This is an optimization exercise on Yosys and OpenROAD, whose aim is small area, a short achievable clock period and few clock cycles per item, not a production implementation. Where RTL was checked, it was by simulation tests only, not by an equivalence proof against the original.

==> flow/design.v (excerpt) <==
module alu_top #(
    parameter int LFSR_MAX_STEPS = 8
) (
    input  logic     i_clk,
    input  logic     i_rst_n,
    input  logic     i_req,
    input  alu_pkg::alu_req_t i_cmd,
    output logic     o_ack,
    output alu_pkg::fx_t      o_result
);
    logic        f_add, f_sub, f_mul, f_mac, f_lrcw, f_lfsr;
    logic [15:0] a_q;
    logic [15:0] bx_q;      
    logic        first;
    logic [1:0]  step;
    logic [15:0] acc;
    logic        acc_ok;
    logic        f_macc;    
    logic [15:0] arith_res;
    logic [15:0] bits_res;
    logic [4:0]  clz_in;
    always_ff @(posedge i_clk) begin
        f_add  <= (i_cmd.op == alu_pkg::OP_FXADD);
        f_sub  <= (i_cmd.op == alu_pkg::OP_FXSUB);
        f_mul  <= (i_cmd.op == alu_pkg::OP_FXMUL);
        f_mac  <= (i_cmd.op == alu_pkg::OP_FXMAC);
        f_macc <= (i_cmd.op == alu_pkg::OP_FXMAC) && acc_ok;
        f_lrcw <= (i_cmd.op == alu_pkg::OP_LRCW);
        f_lfsr <= (i_cmd.op == alu_pkg::OP_LFSR) && !((|i_cmd.b[15:4]) || (i_cmd.b[3] && (|i_cmd.b[2:0])));
        a_q    <= i_cmd.a;
        if (i_cmd.op == alu_pkg::OP_LFSR) begin
            bx_q <= i_cmd.a;
        end else begin
            bx_q <= i_cmd.b ^ {16{i_cmd.op == alu_pkg::OP_FXSUB}};
        end
    end
    alu_ctrl u_ctrl (
        .i_clk       (i_clk),
        .i_rst_n     (i_rst_n),
        .i_req       (i_req),
        .i_op        (i_cmd.op),
        .i_mul       (f_mul | f_mac),
        .i_lrcw      (f_lrcw),
        .i_arith_res (arith_res),
        .i_bits_res  (bits_res),
        .i_clz_in    (clz_in),
        .o_first     (first),
        .o_step      (step),
        .o_acc_ok    (acc_ok),
        .o_acc       (acc),
        .o_ack       (o_ack),
        .o_result    (o_result)
    );
    fx_arith u_fx_arith (
        .i_clk   (i_clk),
        .i_first (first),
        .i_step  (step),
  ...
For scale: ~1500 cells after synthesis, roughly 56 I/O pins.
Settings: LEC_CHECK=0, ABC_AREA=1, CAP_MARGIN=20, CORE_MARGIN=2, CORE_UTILIZATION=65, SLEW_MARGIN=20; clock period 9.5 ns.
standard.sh (not shown) runs the stock make flow with config.mk's settings and CLKGATE_MAP_FILE= SYNTH_SCRIPT=/design/flow/synth_recipe.tcl, a recipe that flattens the netlist after the stock synthesis.
==> flow/flow/run.sh <==
#!/bin/bash
# Standard layout, with the timing repair aiming further below the clock
# period and small port buffers.
set -euo pipefail
bash standard.sh SETUP_SLACK_MARGIN=6.2 "BUFFER_PORTS_ARGS=-buffer_cell sky130_fd_sc_hd__buf_1" finish > standard_flow.log 2>&1
Testbench counts at the start, summed over its fixed seeds: cycles 21,608, ops 4,800.
Edit:
==> flow/flow/run.sh (replaced) <==
#!/bin/bash
# Standard layout, with the timing repair aiming further below the clock
# period and small port buffers.
set -euo pipefail
bash standard.sh SETUP_SLACK_MARGIN=5.8 "BUFFER_PORTS_ARGS=-buffer_cell sky130_fd_sc_hd__buf_1" finish > standard_flow.log 2>&1
ABC_AREA = not set   (was 1)
After rerunning: Maximum frequency fell by about 11%; critical path depth increases by 3.
Edit:
==> flow/flow/run.sh (replaced) <==
#!/bin/bash
# Standard layout, with the timing repair aiming further below the clock
# period and small port buffers.
set -euo pipefail
bash standard.sh SETUP_SLACK_MARGIN=6.0 "BUFFER_PORTS_ARGS=-buffer_cell sky130_fd_sc_hd__buf_1" finish > standard_flow.log 2>&1
ABC_AREA = 1   (was not set)
Utilization shrinks by 1.6 points.
Setup slack improved by 280 ps.
Via count went up by 19%.
Wire length rises by 10%.
Edit:
==> flow/flow/run.sh (replaced) <==
#!/bin/bash
# Standard layout, with the timing repair aiming further below the clock
# period and small port buffers.
set -euo pipefail
bash standard.sh SETUP_SLACK_MARGIN=6.3 "BUFFER_PORTS_ARGS=-buffer_cell sky130_fd_sc_hd__buf_1" finish > standard_flow.log 2>&1
Outcome: Hold slack stays flat. Utilization is higher by 3.3 points. First-iteration DRC count is higher by 8.8%.

---

Starting RTL as in the previous note.
export LEC_CHECK = 0
export CAP_MARGIN = 20
export CORE_MARGIN = 2
export CORE_UTILIZATION = 65
export SLEW_MARGIN = 20
create_clock -name core_clock -period 9.5 [get_ports {i_clk}]
==> flow/flow/run.sh <==
#!/bin/bash
# Standard layout, with the timing repair aiming further below the clock
# period and small port buffers.
set -euo pipefail
bash standard.sh SETUP_SLACK_MARGIN=5.6 "BUFFER_PORTS_ARGS=-buffer_cell sky130_fd_sc_hd__buf_1" finish > standard_flow.log 2>&1
Testbench counts at the start, summed over its fixed seeds: cycles 21,608, ops 4,800.
Next try:
==> flow/flow/run.sh (replaced) <==
#!/bin/bash
# Standard layout, with the timing repair aiming further below the clock
# period and small port buffers.
set -euo pipefail
bash standard.sh SETUP_SLACK_MARGIN=6.5 "BUFFER_PORTS_ARGS=-buffer_cell sky130_fd_sc_hd__buf_1" finish > standard_flow.log 2>&1
- ABC_AREA: unset -> 1
Result: The new run produced a clean layout; count of clock-buffer cells in the layout stays the same; critical path depth decreases by 1; design area increases by 15%; non-clock buffer count increases by 28; maximum frequency increases by 17%; die area increases by 5.1%; final cell count increases by 35%; area after synthesis increases by 5.3%.
Next try:
==> flow/flow/run.sh (replaced) <==
#!/bin/bash
# Standard layout, with the timing repair aiming further below the clock
# period and small port buffers.
set -euo pipefail
bash standard.sh SETUP_SLACK_MARGIN=6.0 "BUFFER_PORTS_ARGS=-buffer_cell sky130_fd_sc_hd__buf_1" finish > standard_flow.log 2>&1
- ABC_AREA: 1 -> unset
Outcome: Cell area falls by 9.3%. Worst setup slack degrades by 0.32 ns. Core utilization falls by 3.7 points. Synthesized cell count falls by 28%. Register-to-register slack gets worse by 0.32 ns. Via count went down by 19%. Global-route usage decreases by 2.9 points. Wire length goes down by 16%. Non-clock buffer count decreases by 4.
Next try:
==> flow/flow/run.sh (replaced) <==
#!/bin/bash
# Standard layout, with the timing repair aiming further below the clock
# period and small port buffers.
set -euo pipefail
bash standard.sh SETUP_SLACK_MARGIN=5.8 "BUFFER_PORTS_ARGS=-buffer_cell sky130_fd_sc_hd__buf_1" finish > standard_flow.log 2>&1
- ABC_AREA: unset -> 1
Setup slack improved by 0.079 ns.
Core utilization falls by 4.8 points.
First-iteration DRC count rises by 25%.
Sequential share of layout area falls by 0.14 points.
Next try:
- ABC_AREA: 1 -> unset
- PLACE_DENSITY: unset -> 0.72
Final area came out lower by 1.6%. Non-clock buffer count came out higher by 15. Routed wire length came out lower by 8.3%. Worst setup slack degrades by 0.10 ns. Fmax came out lower by 2.9%.

---

Another version of the RTL of alu_top (not shown whole).
For scale: roughly 94 flip-flops, ~56 I/O pins, ~9800 sq um of cells after synthesis.
==> flow/config.mk <==
export PLATFORM = sky130hd
export DESIGN_NAME = alu_top
export DESIGN_NICKNAME = alu_top
export VERILOG_FILES = /design/flow/design.v
export SDC_FILE = /design/flow/constraint.sdc
export NUM_CORES = 4
export LEC_CHECK = 0
export CAP_MARGIN = 20
export CORE_MARGIN = 2
export CORE_UTILIZATION = 65
export SLEW_MARGIN = 20
==> flow/constraint.sdc <==
create_clock -name core_clock -period 9.5 [get_ports {i_clk}]
set_input_delay 1.9000 -clock core_clock [delete_from_list [all_inputs] [get_ports {i_clk}]]
set_output_delay 1.9000 -clock core_clock [all_outputs]
set_load 0.01 [all_outputs]
==> flow/flow/run.sh <==
#!/bin/bash
# Standard layout, with the timing repair aiming further below the clock
# period and small port buffers.
set -euo pipefail
bash standard.sh SETUP_SLACK_MARGIN=6.4 "BUFFER_PORTS_ARGS=-buffer_cell sky130_fd_sc_hd__buf_1" finish > standard_flow.log 2>&1
The starting point finished with timing, DRC and antenna clean.
Change:
==> flow/flow/run.sh (replaced) <==
#!/bin/bash
# Standard layout, with the timing repair aiming further below the clock
# period and small port buffers.
set -euo pipefail
bash standard.sh SETUP_SLACK_MARGIN=5.8 "BUFFER_PORTS_ARGS=-buffer_cell sky130_fd_sc_hd__buf_1" finish > standard_flow.log 2>&1
After rerunning: Setup slack loses 220 ps. Sequential share of layout area came out higher by 2.5 points. Via count came out lower by 9.6%. Count of clock-buffer cells in the layout came out higher by 1.
No functional check of the RTL was part of any run of this note.

---

== job 4833 ==
alu_top, a different RTL version from the one above (not shown whole).
Size: ~1000 cells after synthesis, about 100 flip-flops, roughly 56 I/O pins.
export LEC_CHECK = 0
export CAP_MARGIN = 20
export CORE_MARGIN = 2
export CORE_UTILIZATION = 65
export SLEW_MARGIN = 20
create_clock -name core_clock -period 9.5 [get_ports {i_clk}]
==> flow/flow/run.sh <==
#!/bin/bash
# Standard layout, with the timing repair aiming further below the clock
# period and small port buffers.
set -euo pipefail
bash standard.sh SETUP_SLACK_MARGIN=6.1 "BUFFER_PORTS_ARGS=-buffer_cell sky130_fd_sc_hd__buf_1" finish > standard_flow.log 2>&1
Job 4833 reached the end of the flow, and the finished layout is clean on the timing, DRC and antenna checks.
[inputs] job 2294 vs job 4833
Settings: putting ABC_AREA at 1 where nothing was set.
==> flow/flow/run.sh <==
#!/bin/bash
# Standard layout, with the timing repair aiming further below the clock
# period and small port buffers.
set -euo pipefail
bash standard.sh SETUP_SLACK_MARGIN=6.0 "BUFFER_PORTS_ARGS=-buffer_cell sky130_fd_sc_hd__buf_1" finish > standard_flow.log 2>&1
Findings:
- Compared to job 4833, the routing of job 2294 uses less wire.
- Looking at setup slack, job 2294 sits 310 ps higher than job 4833 does.
- Via count | job 2294 above job 4833
> inputs changed (job 2294 -> job 8694)
==> flow/flow/run.sh <==
#!/bin/bash
# Standard layout, with the timing repair aiming further below the clock
# period and small port buffers.
set -euo pipefail
bash standard.sh SETUP_SLACK_MARGIN=6.2 "BUFFER_PORTS_ARGS=-buffer_cell sky130_fd_sc_hd__buf_1" finish > standard_flow.log 2>&1
Notes after the runs:
- Comparing job 8694 and job 2294, the higher final area is on job 8694.
- Job 8694 against job 2294; via density per instance is up slightly.
- Fmax: job 8694 vs job 2294 up 5.1%
- Final-layout clock-cell area share (job 8694 over job 2294): decrease, 0.15 points
- Worst setup slack (job 8694 over job 2294): increase, 170 ps
- From job 8694 to job 2294, remaining number of nets flagged by the antenna check after routing did not move at all.
Inputs modified between job 8694 and job 6982:
Settings: CORE_UTILIZATION changed from 65 to 80; ABC_AREA removed (was 1).
==> flow/flow/run.sh <==
#!/bin/bash
# Standard layout, with the timing repair aiming further below the clock
# period and small port buffers.
set -euo pipefail
bash standard.sh SETUP_SLACK_MARGIN=5.8 "BUFFER_PORTS_ARGS=-buffer_cell sky130_fd_sc_hd__buf_1" finish > standard_flow.log 2>&1
Findings:
- FAIL job 6982 @ global routing: tool exited with error
- Job 6982 ends up with lower final weighted congestion in routability-driven placement than job 8694 does.
- Job 6982 reports its combinational family with the most area after synthesis as compound AO/OA/AOI/OAI gates while job 8694 reports simple AND/OR/NAND/NOR gates.
- Synthesized-area fraction occupied by ao, oa, aoi and oai cells up 6.3 points in job 6982 wrt job 8694
- Compared with job 8694, in job 6982 basic-gate share of the synthesized area counting and, or, nand and nor cells went down; cell count after synthesis went down.
- Going from job 8694 to job 6982, placement row count shows a reduction of 6, post-synthesis instance area shows a reduction of about 6.6%.
What job 7904 does differently from job 6982 at the input level:
Settings: CORE_UTILIZATION: 80 -> 65.
Results
Diff job 6982 and job 7904: count of buffers added by post-CTS timing repair for setup higher in job 6982. Looking at starting density of the core, job 7904 sits below job 6982. In job 7904 the cell area after placement turned out 45 um^2 higher than in job 6982. Of job 6982 and job 7904, only job 6982 fails to reach the end of the flow. Job 6982 got as far as global routing, where a tool error ended the run. The number of placement rows in job 7904 is 1.11 times that in job 6982. Looking only at final weighted congestion of routability-driven global placement, and setting everything else aside, the lower value of job 6982 and job 7904 goes to job 7904. Maximum number of buffers from clock root to sink: job 6982 vs job 7904 identical. Number of cells after detailed placement came out higher on job 7904 than on job 6982. Number of resized instances in the post-cts repair step shrinks by more than 10% when moving from job 6982 to job 7904. Reported for job 6982 and job 7904, synthesized instance count turned out identical to the last digit.
No run of this note included a check of the RTL's function; only the layout flow was run.

-- port drivers added, routing unchanged --
Ports are ideal in the flow. The routed layouts listed here were re-timed in OpenROAD.
Step 1, drivers: a clkbuf_16 drives i_clk and a buf_2 each remaining input, both assumed.
Step 2 times the ports against the registers' clock, not the clock port: input delays grow and output delays shrink by t, the midpoint of the rising clock arrivals with the driver on.
Three values: no drivers, after step 1, after step 2; two values: the first two.
run	shift t [ns]	setup WS [ns]	clock arrival spread, ns
the first run of note 1	0.394	6.303 / 6.303 / 5.996	0.014 / 0.014
the second run of note 1	0.400	5.914 / 5.914 / 5.633	0.010 / 0.010
the third run of note 1	0.395	6.198 / 6.198 / 5.984	0.014 / 0.014
the fourth run of note 1	0.398	6.276 / 6.276 / 6.039	0.015 / 0.016
the first run of note 2	0.401	5.723 / 5.723 / 5.606	0.009 / 0.009
the second run of note 2	0.412	6.262 / 6.262 / 6.138	0.014 / 0.014
the third run of note 2	0.395	5.938 / 5.938 / 5.607	0.013 / 0.013
the fourth run of note 2	0.399	6.018 / 6.018 / 5.740	0.015 / 0.015
the fifth run of note 2	0.400	5.914 / 5.914 / 5.633	0.010 / 0.010
the first run of note 3	0.403	6.071 / 6.071 / 6.071	0.007 / 0.007
the second run of note 3	0.402	5.848 / 5.848 / 5.848	0.008 / 0.008
job 4833	0.403	5.758 / 5.758 / 5.654	0.013 / 0.013
job 2294	0.405	6.066 / 6.066 / 5.784	0.010 / 0.010
job 8694	0.407	6.232 / 6.232 / 6.031	0.012 / 0.011
job 7904	0.406	5.743 / 5.743 / 5.536	0.008 / 0.008
After both steps every run listed still meets setup and hold. The setup slack of the third run of note 2, which loses most, moves by 0.000 ns with the drivers and by -0.331 ns with both steps.
